Background: an optimization exercise with open tools, aiming at small area. Do not read the settings as production practice. Only simulation tests tie the RTL to the original design; equivalence was not proved. No activity file was given, so power comes from the tool's default toggle rates.

**flow/constraint.sdc**
```tcl
create_clock -name core_clock -period 10.0 [get_ports {CLK}]
set_input_delay 2.0000 -clock core_clock [delete_from_list [all_inputs] [get_ports {CLK}]]
set_output_delay 2.0000 -clock core_clock [all_outputs]
set_load 0.01 [all_outputs]
```
**flow/run.sh**
```bash
#!/bin/bash
# synth_recipe.tcl (not shown) runs the flow's synth.tcl, then flattens the netlist and writes it again
# the make line also repeats each setting of config.mk as NAME=value (left out here)
make -C /OpenROAD-flow-scripts/flow DESIGN_CONFIG=/design/flow/config.mk WORK_HOME=/design/flow/orfs CLKGATE_MAP_FILE= SYNTH_SCRIPT=/design/flow/synth_recipe.tcl finish
```
**flow/config.mk**
```make
export PLATFORM = sky130hd
export DESIGN_NAME = reg_file_sb
export DESIGN_NICKNAME = reg_file_sb
export VERILOG_FILES = /design/flow/design.v
export SDC_FILE = /design/flow/constraint.sdc
export NUM_CORES = 4
export LEC_CHECK = 0
export CAP_MARGIN = 20
export CORE_MARGIN = 2
export CORE_UTILIZATION = 40
export SLEW_MARGIN = 20
```
**flow/design.v**
```verilog
module reg_file_sb #(
  parameter int DATA_W   = 32,
  parameter int ADDR_W   = 5,
  parameter int LINK_REG = 31   
) (
  input  logic                     CLK,
  input  logic                     RST_n,
  input  logic [ADDR_W-1:0]        ReadAddr1,
  input  logic [ADDR_W-1:0]        ReadAddr2,
  output logic [DATA_W-1:0]        RegBusA,
  output logic [DATA_W-1:0]        RegBusB,
  input  logic                     RegWrite,
  input  logic [ADDR_W-1:0]        WriteAddr,
  input  logic [DATA_W-1:0]        WBData,
  input  logic                     JAL,
  input  logic [DATA_W-1:0]        pcadd4,
  input  logic                     Issue,
  input  logic [ADDR_W-1:0]        IssueAddr,
  output logic                     Stall,
  output logic [(1<<ADDR_W)-1:0]   PendingMask
);
  localparam int NREGS = 1 << ADDR_W;
  logic [DATA_W-1:0] regs_reg [NREGS];
  logic [DATA_W-1:0] wr_data  [NREGS];
  logic [NREGS-1:0]  pending_reg;
  logic [NREGS-1:0]  pending_next;
  logic [NREGS-1:0]  wb_hit;
  logic [NREGS-1:0]  jal_hit;
  logic [NREGS-1:0]  issue_hit;
  logic [NREGS-1:0]  wr_en;
  logic [NREGS-1:0]  stall_mask;
  logic [DATA_W-1:0] rd_a;
  logic [DATA_W-1:0] rd_b;
  generate
    for (genvar gi = 0; gi < NREGS; gi++) begin : g_reg
      assign wb_hit[gi]    = RegWrite && (WriteAddr == ADDR_W'(gi)) && (gi != 0);
      assign jal_hit[gi]   = JAL && (gi == LINK_REG);
      assign issue_hit[gi] = Issue && (IssueAddr == ADDR_W'(gi)) && (gi != 0);
      assign wr_en[gi]     = wb_hit[gi] || jal_hit[gi];
      assign wr_data[gi]   = jal_hit[gi] ? pcadd4 : WBData;
      assign pending_next[gi] = issue_hit[gi] ||
                                (pending_reg[gi] && !wb_hit[gi] && !jal_hit[gi]);
    end
  endgenerate
  always_ff @(posedge CLK or negedge RST_n) begin
    if (!RST_n) begin
      for (int i = 0; i < NREGS; i++) regs_reg[i] <= '0;
    end else begin
      for (int i = 0; i < NREGS; i++) begin
        if (wr_en[i]) regs_reg[i] <= wr_data[i];
      end
    end
  end
  always_ff @(posedge CLK or negedge RST_n) begin
    if (!RST_n) pending_reg <= '0;
    else        pending_reg <= pending_next;
  end
  always_comb begin
    rd_a       = regs_reg[ReadAddr1];
    rd_b       = regs_reg[ReadAddr2];
    stall_mask = pending_reg;
    if (wr_en[ReadAddr1]) rd_a = wr_data[ReadAddr1];
    if (wr_en[ReadAddr2]) rd_b = wr_data[ReadAddr2];
    stall_mask = pending_reg & ~((wb_hit | jal_hit) & ~issue_hit);
  end
  always_comb begin
    RegBusA     = (ReadAddr1 == '0) ? '0 : rd_a;
    RegBusB     = (ReadAddr2 == '0) ? '0 : rd_b;
    Stall       = ((ReadAddr1 != '0) && stall_mask[ReadAddr1]) ||
                  ((ReadAddr2 != '0) && stall_mask[ReadAddr2]);
    PendingMask = pending_reg;
  end
endmodule
```
==> results.json, run 1 <==
{
  "power_mw": 12.2,
  "stdcell_area_um2": 61900,
  "power_density_nw_per_um2": 197,
  "cts_resized": 0,
  "synthMuxAreaShare": 0.214,
  "cp.arrival_ns": 7.73,
  "ir_worst_vdd_v": 0.000156,
  "largest_reg_flops": 992,
  "grt_first_pass_wirelength_um": 388000,
  "synth_compound_area_frac": 0.165,
  "antenna_found_initial": 15,
  "power.leakage_nw": 27.0,
  "end_kind": "output pin",
  "portBuffers": 184,
  "hp-class": "reg -> reg",
  "synth_nets": 4925,
  "worst_pin_slew_ns": 1.33,
  "cts_sinks": 1023,
  "routedWlPerCell_um": 42.6,
  "drt_pass1_iterations": 21,
  "clkTransAtPathRegs_ns": 0.06,
  "nets": 4912,
  "synth.avg_cell_area_um2": 11.2,
  "fin_crit_sh": 0.973,
  "crit_type": "in -> out",
  "initial_utilization": 0.404,
  "cts_root_buffer": "clkbuf_16",
  "place_area_um2": 58000,
  "place_congestion": 0.999,
  "fin_cells": 6689,
  "period_needed_ns": 9.73,
  "area_growth_pct": 14.5,
  "synth_warnings": 3,
  "ant_nets": 0,
  "synthArstFlopShare": 1.00,
  "dieHeight_um": 372,
  "rsz0062_at_grt": "false",
  "core_area_um2": 134000,
  "cp_max_fo": 19,
  "die_w_um": 372,
  "outcome": "finished clean",
  "ioPinCount": 186,
  "htreeDepth": 3,
  "clk_path_buf_depth": 3,
  "synth_edf_count": 0,
  "synth-simple-area-share": 0.106,
  "die-area_um2": 138000,
  "cts_tree": "yes",
  "grt_pass1_vias": 47600,
  "avgViaCountPerCell": 7.60,
  "synth_ff_type": "dfrtp_1",
  "postCtsHoldBufs": 0,
  "synth_top_family_by_area": "multiplexers",
  "post_cts_buffers": 0,
  "start_kind": "input pin",
  "drt_iter0_drc": 11100,
  "ys_types": 87,
  "cts_inserted_buffers": 110,
  "drive_above_1_share": 0.310,
  "grt_overflow": 0,
  "insertion_delay_ns": 0.74,
  "grt_max_degree": 150,
  "drv_cap": 0,
  "routed_wl_um": 285000,
  "max_freq_ghz": 0.103,
  "rows": 134,
  "ys_seq_area_frac": 0.474,
  "drc": 0,
  "tns_ns": 0,
  "vias": 50800,
  "grt_util_all_layers": 0.401,
  "finalHoldViolCount": 0,
  "timing.hold.ws_ns": 0.498,
  "relSlewSlack": 0.111,
  "nFillCells": 12300,
  "syn-cell-area_um2": 54100,
  "synth_adder_area_share": 0,
  "syn_inst": 4836,
  "slew_viol_final": 0,
  "setup-violations-final": 0,
  "hpwl_um": 162000,
  "skew_ns": 0,
  "synth_xor_area_frac": 0.000949,
  "ys_ff_latch": 1023,
  "crit_required_ns": 8.00,
  "placed_cells": 6475
}
==> cells in the final DEF, fill, tap and decap left out, drive strengths merged, types with 29 or more instances in the layout <==
| cell | netlist | layout |
|---|---|---|
| o2111ai | 32 | 32 |
| nor3 | 66 | 66 |
| nand4 | 125 | 125 |
| nor4 | 70 | 70 |
| buf | 180 | 220 |
| and4 | 29 | 29 |
| o211ai | 29 | 29 |
| a22oi | 770 | 770 |
| and2 | 36 | 36 |
| mux2 | 963 | 963 |
| a21oi | 97 | 97 |
| or4 | 30 | 30 |
| and3 | 112 | 112 |
| nor2 | 74 | 74 |
| o21ai | 77 | 77 |
| nand2 | 316 | 316 |
| clkdlybuf4s50 | 0 | 163 |
| nand3 | 116 | 116 |
| a222oi | 35 | 35 |
| dfrtp | 1023 | 1023 |
| mux2i | 65 | 65 |
| clkbuf | 328 | 152 |
| a2111oi | 34 | 34 |
==> worst max-delay path, cell delays in order <==
cell             delay, ns
clkdlybuf4s50_1       0.90
or2_2                 0.99
nor3_4                0.29
a2111oi_0             1.09
nand3_1               0.19
or4_1                 0.63
nor3_1                0.84
nor4_1                0.19
clkdlybuf4s50_1       0.55
==> worst paths after layout <==
kind	from	slack (ns)	to	cells past startpoint
min in group asynchronous	RST_n	1.28	regs_reg[31][31]	1
worst max-delay path	ReadAddr1[1]	0.27	RegBusA[9]	9
max in group asynchronous	RST_n	6.28	regs_reg[25][12]	3
worst min-delay path	pending_reg[26]	0.50	pending_reg[26]	1
worst min register to register	pending_reg[26]	0.50	pending_reg[26]	1
worst max register to register	regs_reg[8][9]	9.02	regs_reg[8][9]	1
==> Yosys cell counts, drive strengths merged (24+ instances only) <==
library cell  number  area share
nor3              66      0.0064
buf              180       0.016
and3             112       0.013
a22oi            770        0.11
nand4            125       0.014
o2111ai           32      0.0052
nand3            116       0.011
o211ai            29      0.0040
clkbuf           328       0.023
a222oi            35      0.0065
nor4              70       0.011
o31ai             24      0.0033
a21oi             97      0.0090
mux2i             65       0.012
and4              29      0.0047
nor2              74      0.0052
o21ai             77      0.0071
mux2             963        0.20
or4               30      0.0042
nand2            316       0.022
a2111oi           34      0.0055
dfrtp           1023        0.47
and2              36      0.0042
==> cell type report <==
type / instances / area, um2 / area share
multi-input cells: 3293 / 26800 / 0.432
flip-flops and latches: 1023 / 25600 / 0.414
repair buffers: 383 / 3440 / 0.0555
clock buffers: 152 / 3210 / 0.0519
well taps: 1768 / 2210 / 0.0357
clock inverters: 47 / 596 / 0.00962
inverters: 12 / 45.0 / 0.000728
diodes: 11 / 27.5 / 0.000445
==> logic make-up (layout without fill, tap and decap cells) <==
family	count (synthesis)	in the layout
compound gates	1211	1211
xor+xnor	5	5
buf+inv	520	594
flops	1023	1023
mux	1031	1031
other cells	1	12
simple gates	1045	1045
==> layer usage <==
layer | track usage | wire (um) | up-vias
li1 | - | - | 18600
met4 | 0.245 | 22900 | 8
met2 | 0.538 | 111000 | 5411
met3 | 0.190 | 47900 | 1579
met5 | 0 | 76 | -
met1 | 0.516 | 103000 | 25200
==> power breakdown <==
group          switching, mW  internal [mW]
sequential             0.832           4.94
clock                   1.87           2.53
combinational           1.02          0.975
==> stage by stage <==
step	utilization	setup WS (ns)
finish	0.463	0.273
global placement	0.434	0.860
global route	0.462	0.486
detailed placement	0.434	0.835
CTS	0.462	0.848
floorplan	-	3.92
==> run 2, diff against run 1 <==
==> flow/design.v (replaced) <==
module reg_file_sb #(
  parameter int DATA_W   = 32,
  parameter int ADDR_W   = 5,
  parameter int LINK_REG = 31   
) (
  input  logic                     CLK,
  input  logic                     RST_n,
  input  logic [ADDR_W-1:0]        ReadAddr1,
  input  logic [ADDR_W-1:0]        ReadAddr2,
  output logic [DATA_W-1:0]        RegBusA,
  output logic [DATA_W-1:0]        RegBusB,
  input  logic                     RegWrite,
  input  logic [ADDR_W-1:0]        WriteAddr,
  input  logic [DATA_W-1:0]        WBData,
  input  logic                     JAL,
  input  logic [DATA_W-1:0]        pcadd4,
  input  logic                     Issue,
  input  logic [ADDR_W-1:0]        IssueAddr,
  output logic                     Stall,
  output logic [(1<<ADDR_W)-1:0]   PendingMask
);
  localparam int NREGS = 1 << ADDR_W;
  logic [DATA_W-1:0] regs_reg [1:NREGS-1];
  logic [NREGS-1:0]  valid_reg;
  logic [NREGS-1:0]  pending_reg;
  logic [NREGS-1:0]  wb_hit;
  logic [NREGS-1:0]  jal_hit;
  logic [NREGS-1:0]  issue_hit;
  logic [NREGS-1:0]  wr_en;
  logic [NREGS-1:0]  stall_mask;
  logic [NREGS-1:0]  sel_a, sel_b;
  logic              fwd_wb_a, fwd_wb_b, fwd_pc_a, fwd_pc_b;
  generate
    for (genvar gi = 0; gi < NREGS; gi++) begin : g_reg
      assign wb_hit[gi]    = RegWrite && (WriteAddr == ADDR_W'(gi)) && (gi != 0);
      assign jal_hit[gi]   = JAL && (gi == LINK_REG);
      assign issue_hit[gi] = Issue && (IssueAddr == ADDR_W'(gi)) && (gi != 0);
      assign wr_en[gi]     = wb_hit[gi] || jal_hit[gi];
    end
  endgenerate
  always_ff @(posedge CLK) begin
    for (int i = 1; i < NREGS; i++) begin
      if (jal_hit[i])     regs_reg[i] <= pcadd4;
      else if (wb_hit[i]) regs_reg[i] <= WBData;
    end
  end
  always_ff @(posedge CLK or negedge RST_n) begin
    if (!RST_n) valid_reg <= '0;
    else        valid_reg <= valid_reg | wr_en;
  end
  always_ff @(posedge CLK or negedge RST_n) begin
    if (!RST_n) pending_reg <= '0;
    else        pending_reg <= issue_hit | (pending_reg & ~wr_en);
  end
  always_comb begin
    for (int i = 0; i < NREGS; i++) begin
      sel_a[i] = (ReadAddr1 == ADDR_W'(i)) && valid_reg[i] && !wr_en[i] && (i != 0);
      sel_b[i] = (ReadAddr2 == ADDR_W'(i)) && valid_reg[i] && !wr_en[i] && (i != 0);
    end
    fwd_pc_a = JAL && (ReadAddr1 == ADDR_W'(LINK_REG));
    fwd_pc_b = JAL && (ReadAddr2 == ADDR_W'(LINK_REG));
    fwd_wb_a = RegWrite && (ReadAddr1 == WriteAddr) && (ReadAddr1 != '0) && !fwd_pc_a;
    fwd_wb_b = RegWrite && (ReadAddr2 == WriteAddr) && (ReadAddr2 != '0) && !fwd_pc_b;
  end
  always_comb begin
    RegBusA = ({DATA_W{fwd_pc_a}} & pcadd4) | ({DATA_W{fwd_wb_a}} & WBData);
    RegBusB = ({DATA_W{fwd_pc_b}} & pcadd4) | ({DATA_W{fwd_wb_b}} & WBData);
    for (int i = 1; i < NREGS; i++) begin
      RegBusA = RegBusA | ({DATA_W{sel_a[i]}} & regs_reg[i]);
      RegBusB = RegBusB | ({DATA_W{sel_b[i]}} & regs_reg[i]);
    end
  end
  assign stall_mask = pending_reg & ~(wr_en & ~issue_hit);
  assign Stall = ((ReadAddr1 != '0) && stall_mask[ReadAddr1]) ||
                 ((ReadAddr2 != '0) && stall_mask[ReadAddr2]);
  assign PendingMask = pending_reg;
endmodule
==> results.json, run 2 <==
{
  "clkTransAtPathRegs_ns": 0.06,
  "grt_max_degree": 63,
  "antenna_found_initial": 5,
  "power.leakage_nw": 17.3,
  "place_congestion": 0.912,
  "grt_util_all_layers": 0.377,
  "nFillCells": 9872,
  "drt_iter0_drc": 10400,
  "power_density_nw_per_um2": 186,
  "portBuffers": 184,
  "drt_pass1_iterations": 12,
  "cp.arrival_ns": 6.52,
  "synthArstFlopShare": 0.0588,
  "area_growth_pct": 18.5,
  "cts_inserted_buffers": 108,
  "seq_power_share": 0.491,
  "timing.hold.ws_ns": 0.473,
  "synth_nets": 3250,
  "ioPinCount": 186,
  "nets": 3454,
  "syn_inst": 3161,
  "finalHoldViolCount": 0,
  "largest_reg_flops": 992,
  "place_ws_ns": 1.71,
  "synth_top_family_by_area": "compound AO/OA/AOI/OAI gates",
  "rsz0062_at_grt": "false",
  "cts_root_buffer": "clkbuf_16",
  "skew_ns": 0,
  "cts_sinks": 1054,
  "final_common_cell": "edfxtp_1",
  "avgViaCountPerCell": 8.00,
  "synth_adder_area_share": 0,
  "hp-class": "reg -> reg",
  "max_freq_ghz": 0.117,
  "synth_compound_area_frac": 0.215,
  "insertion_delay_ns": 0.71,
  "routedWlPerCell_um": 46.1,
  "outcome": "finished clean",
  "post_cts_buffers": 0,
  "yosysMostFrequentCell": "edfxtp_1",
  "routed_wl_um": 229000,
  "power.switching_mw": 2.43,
  "place_area_um2": 50800,
  "drv_cap": 0,
  "die_w_um": 343,
  "worst_pin_slew_ns": 1.24,
  "fin_cells": 4979,
  "crit_chain": "clkdlybuf4s50_1, nand2b_1, a2111oi_4, buf_4, a22oi_1, nand4_1, nor3_1, nand2_1, clkdlybuf4s50_1",
  "drive_above_1_share": 0.141,
  "final_cell_mix": "edfxtp_1 (992), a22oi_1 (563), clkdlybuf4s50_1 (179)",
  "vias": 39800,
  "placed_cells": 4767,
  "relSlewSlack": 0.174,
  "synthTopCellsByArea": "edfxtp_1 (65%), a22oi_1 (9.2%), dfrtp_1 (3.4%)",
  "ir_worst_vdd_v": 0.000149,
  "synth_warnings": 2,
  "cts_resized": 0,
  "rrSetupSlack_ns": 9.11,
  "clk_path_buf_depth": 3,
  "setup-violations-final": 0,
  "finalWorstSetupSlack_ns": 1.48,
  "cpMostUsedCell": "clkdlybuf4s50_1",
  "ys_seq_area_frac": 0.681,
  "cts_tree": "yes",
  "crit_required_ns": 8.00,
  "initial_utilization": 0.403,
  "synthMuxAreaShare": 0.00978,
  "synth_ff_type": "edfxtp_1",
  "crit_path_max_incr_delay_ns": 1.21,
  "die-area_um2": 118000,
  "crit_type": "in -> out",
  "tns_ns": 0,
  "grt_first_pass_wirelength_um": 304000,
  "crit_family": "buffers and inverters",
  "grt_pass1_vias": 36300,
  "hpwl_um": 114000,
  "p_int_mw": 7.75,
  "cp_max_fo": 14,
  "dieHeight_um": 343,
  "synth.avg_cell_area_um2": 14.6,
  "ys_ff_latch": 1054,
  "clkPwrFrac": 0.425,
  "ant_nets": 0,
  "drc": 0,
  "core_area_um2": 114000,
  "crit_path_top_delay_cell": "a2111oi_4",
  "start_kind": "input pin",
  "syn-cell-area_um2": 46100,
  "stdcell_area_um2": 54600,
  "htreeDepth": 3,
  "ys_types": 65,
  "yosysTopAreaCell": "edfxtp_1",
  "synth-simple-area-share": 0.0651,
  "rows": 124,
  "end_kind": "output pin",
  "period_needed_ns": 8.52,
  "fin_crit_sh": 0.852,
  "slew_viol_final": 0,
  "netlist_top_cells_count": "edfxtp_1 (992), a22oi_1 (563), a221oi_1 (177)",
  "power_frac_comb": 0.084,
  "synth_xor_area_frac": 0.00152,
  "synth_top_area_share": 0.647,
  "swShare": 0.239,
  "crit_buf_inv": 3,
  "postCtsHoldBufs": 0,
  "synth_edf_count": 992,
  "grt_overflow": 0
}
==> run 2: cells by family after synthesis <==
| family | after synthesis |
|---|---|
| compound gates | 1192 |
| xor+xnor | 8 |
| buf+inv | 314 |
| flops | 1054 |
| mux | 36 |
| other cells | 1 |
| simple gates | 556 |
==> run 2: area by class of cell <==
cell class,instances,area [um2],share of cell area
Sequential cell,1054,31300,0.574
Timing Repair Buffer,347,3220,0.0590
Inverter,61,229,0.00419
Clock buffer,126,2770,0.0507
Multi-Input combinational cell,1793,14100,0.259
Clock inverter,76,965,0.0177
Antenna cell,10,25.0,0.000458
Tap cell,1512,1890,0.0347
==> run 2: path summary, 6_finish.rpt <==
check / start / to / depth (start not counted)
max: ReadAddr1[0] / RegBusA[24] / 9
min: valid_reg[2] / valid_reg[2] / 1
max reg2reg: pending_reg[7] / pending_reg[7] / 2
min reg2reg: valid_reg[2] / valid_reg[2] / 1
max in group asynchronous: RST_n / valid_reg[9] / 2
min in group asynchronous: RST_n / pending_reg[22] / 2
==> run 2: through the flow <==
step / power (mW) / utilization
2_1_floorplan: 5.39 / -
3_3_place_gp: 5.90 / 0.445
3_5_place_dp: 5.91 / 0.445
4_1_cts: 10.1 / 0.478
5_1_grt: 10.4 / 0.478
6_report: 10.2 / 0.478
==> run 2: power by group through the flow <==
stage	Clock [mW]	Sequential [mW]	Combinational (mW)
finish	4.33	4.99	0.856
global route	4.48	5.00	0.874
floorplan	0	5.07	0.319
CTS	4.31	4.99	0.825
global placement	0	5.08	0.821
detailed placement	0	5.08	0.823
==> run 2: per-layer routing <==
metal,up-vias,share of wire,global-route usage,wire [um]
met1,19300,0.33,0.484,75800
met2,5073,0.41,0.539,93900
met5,-,0.00014,0,31
li1,14100,-,-,-
met4,4,0.079,0.228,18200
met3,1364,0.18,0.148,41600
==> run 3, diff against run 2 <==
--- a/flow/config.mk
+++ b/flow/config.mk
@@ -10,2 +10,5 @@
 export CORE_UTILIZATION = 40
+export CTS_BUF_LIST = sky130_fd_sc_hd__clkbuf_8
+export CTS_CLUSTER_DIAMETER = 60
+export CTS_CLUSTER_SIZE = 16
 export SLEW_MARGIN = 20
==> results.json, run 3 <==
{
  "drt_pass1_iterations": 12,
  "clkPwrFrac": 0.328,
  "hp-class": "reg -> reg",
  "rows": 124,
  "synthTopCellsByArea": "edfxtp_1 (65%), a22oi_1 (9.2%), dfrtp_1 (3.4%)",
  "cp_max_fo": 23,
  "insertion_delay_ns": 0.80,
  "drive_above_1_share": 0.138,
  "core_area_um2": 114000,
  "nFillCells": 10000,
  "ys_ff_latch": 1054,
  "grt_util_all_layers": 0.376,
  "cts_tree": "yes",
  "cts_root_buffer": "clkbuf_8",
  "routed_wl_um": 229000,
  "synthArstFlopShare": 0.0588,
  "max_freq_ghz": 0.117,
  "final_common_cell": "edfxtp_1",
  "yosysTopAreaCell": "edfxtp_1",
  "end_kind": "output pin",
  "post_cts_buffers": 0,
  "seq_power_share": 0.574,
  "initial_utilization": 0.403,
  "cts_inserted_buffers": 95,
  "die-area_um2": 118000,
  "grt_pass1_vias": 36000,
  "power_mw": 8.69,
  "cp.arrival_ns": 6.52,
  "drv_cap": 0,
  "stdcell_area_um2": 52900,
  "htreeDepth": 3,
  "antenna_found_initial": 8,
  "synth_warnings": 2,
  "drt_iter0_drc": 10100,
  "power.switching_mw": 2.29,
  "power_frac_comb": 0.098,
  "place_congestion": 0.912,
  "synth_ff_type": "edfxtp_1",
  "rrSetupSlack_ns": 9.12,
  "crit_required_ns": 8.00,
  "netlist_top_cells_count": "edfxtp_1 (992), a22oi_1 (563), a221oi_1 (177)",
  "power_density_nw_per_um2": 164,
  "skew_ns": 0,
  "ys_types": 65,
  "cts_sinks": 1054,
  "grt_max_degree": 63,
  "nets": 3442,
  "start_kind": "input pin",
  "cts_resized": 0,
  "die_w_um": 343,
  "drc": 0,
  "grt_overflow": 0,
  "routedWlPerCell_um": 46.2,
  "dieHeight_um": 343,
  "area_growth_pct": 14.9,
  "grt_first_pass_wirelength_um": 303000,
  "ioPinCount": 186,
  "tns_ns": 0,
  "place_area_um2": 50800,
  "ant_nets": 0,
  "period_needed_ns": 8.52,
  "slew_viol_final": 0,
  "ys_seq_area_frac": 0.681,
  "synth.avg_cell_area_um2": 14.6,
  "largest_reg_flops": 992,
  "postCtsHoldBufs": 0,
  "synth_edf_count": 992,
  "avgViaCountPerCell": 7.99,
  "worst_pin_slew_ns": 1.28,
  "ir_worst_vdd_v": 0.000102,
  "power.leakage_nw": 16.6,
  "finalHoldViolCount": 0,
  "rsz0062_at_grt": "false",
  "syn_inst": 3161,
  "outcome": "finished clean",
  "final_util": 0.464,
  "vias": 39500,
  "p_int_mw": 6.40,
  "clkTransAtPathRegs_ns": 0.08,
  "synth_nets": 3250,
  "clk_path_buf_depth": 3,
  "relSlewSlack": 0.148,
  "yosysMostFrequentCell": "edfxtp_1",
  "setup-violations-final": 0,
  "syn-cell-area_um2": 46100,
  "fin_crit_sh": 0.852,
  "hpwl_um": 114000,
  "portBuffers": 184,
  "crit_type": "in -> out",
  "final_cell_mix": "edfxtp_1 (992), a22oi_1 (563), clkdlybuf4s50_1 (179)",
  "swShare": 0.264,
  "synth_top_area_share": 0.647
}
[run 3: cell count changes in the layout (fill, tap and decap cells not counted), moves of 3 or more]
cell / change
clkbuf_8: +96
bufinv_16: -12
clkinvlp_4: +5
inv_1: +13
clkinv_8: +3
clkbuf_16: -108
clkinv_2: -14
inv_8: +5
clkinv_1: -15
inv_6: +9
clkbuf_1: -18
[run 3: area by class of cell]
class                      count  area (um2)  share of cell area
antenna                       12        30.0            0.000567
clock buffer                  96        1320              0.0250
clock inverter                71         732              0.0138
inverter                      61         229             0.00433
multi-input combinational   1793       14100               0.267
sequential                  1054       31300               0.592
tap                         1512        1890              0.0357
timing repair buffer         348        3240              0.0612
[run 3: cell families after synthesis]
group / count (synthesis) / share of synthesized area
AO/OA/AOI/OAI: 1192 / 0.215
XOR/XNOR: 8 / 0.00152
buffers and inverters: 314 / 0.0282
flip-flops: 1054 / 0.681
multiplexers: 36 / 0.00978
other: 1 / 0.0000814
AND/OR/NAND/NOR: 556 / 0.0651
[run 3: routing by layer]
layer / wire length (um) / track usage
met5: 97 / 0
met4: 17600 / 0.220
met3: 41900 / 0.150
met2: 93500 / 0.538
met1: 75600 / 0.482
[run 3: power groups by stage]
| stage | clock network [mW] | registers, mW | logic, mW |
|---|---|---|---|
| 2_1_floorplan | 0 | 5.07 | 0.319 |
| 3_3_place_gp | 0 | 5.08 | 0.821 |
| 3_5_place_dp | 0 | 5.08 | 0.823 |
| 4_1_cts | 2.83 | 4.98 | 0.825 |
| 5_1_grt | 2.99 | 4.99 | 0.874 |
| 6_report | 2.85 | 4.99 | 0.856 |
[run 3: per-stage QoR]
step | std cells | hold slack, ns | worst slack (ns)
2_1_floorplan | 3161 | 0.426 | 3.97
3_3_place_gp | 4765 | 0.452 | 1.65
3_5_place_dp | 4767 | 0.457 | 1.71
4_1_cts | 4934 | 0.477 | 1.68
5_1_grt | 4937 | 0.508 | 1.47
6_report | 4947 | 0.480 | 1.48
[run 3: critical path: stages]
cell and delay (ns):
clkdlybuf4s50_1 0.64, and4_1 0.58, a21oi_1 0.62, and3_2 1.13, buf_4 0.48, a22oi_1 0.12
nand3_1 0.13, nor4_1 0.06, nand2_1 0.14, clkdlybuf4s50_1 0.57
[run 3: worst paths after layout]
check | start | to | depth (start not counted)
max in group asynchronous | RST_n | valid_reg[13] | 2
max | WriteAddr[4] | RegBusA[11] | 10
min in group asynchronous | RST_n | valid_reg[14] | 2
max reg2reg | pending_reg[24] | pending_reg[24] | 2
min | valid_reg[2] | valid_reg[2] | 1
min reg2reg | valid_reg[2] | valid_reg[2] | 1

port drivers added, routing unchanged:
How much do the figures lean on ideal ports? The routed layouts below were timed once more, with nothing changed but the port constraints. Step 1 sets driving cells, clkbuf_16 on the clock port and buf_2 on the other inputs (assumed; they add their load-dependent delay and slew). Step 2 times the ports against the registers' clock, not the clock port: input delays grow and output delays shrink by t, the midpoint of the rising clock arrivals with the driver on. Slacks: ideal ports / drivers / drivers and shift; pairs: ideal ports / drivers.
run	t (ns)	setup WS [ns]	hold slack, ns	worst register clock-pin slew, ns
run 1	0.792	0.273 / 0.245 / 0.245	0.498 / 0.498 / 0.498	0.07 / 0.07
run 2	0.787	1.477 / 1.451 / 1.451	0.473 / 0.473 / 0.473	0.07 / 0.07
run 3	0.879	1.479 / 1.455 / 1.455	0.480 / 0.480 / 0.480	0.11 / 0.11
After both steps every run listed still meets setup and hold. For run 1, which loses most, drivers alone change the setup slack by -0.028 ns; drivers and shift together by -0.028 ns.
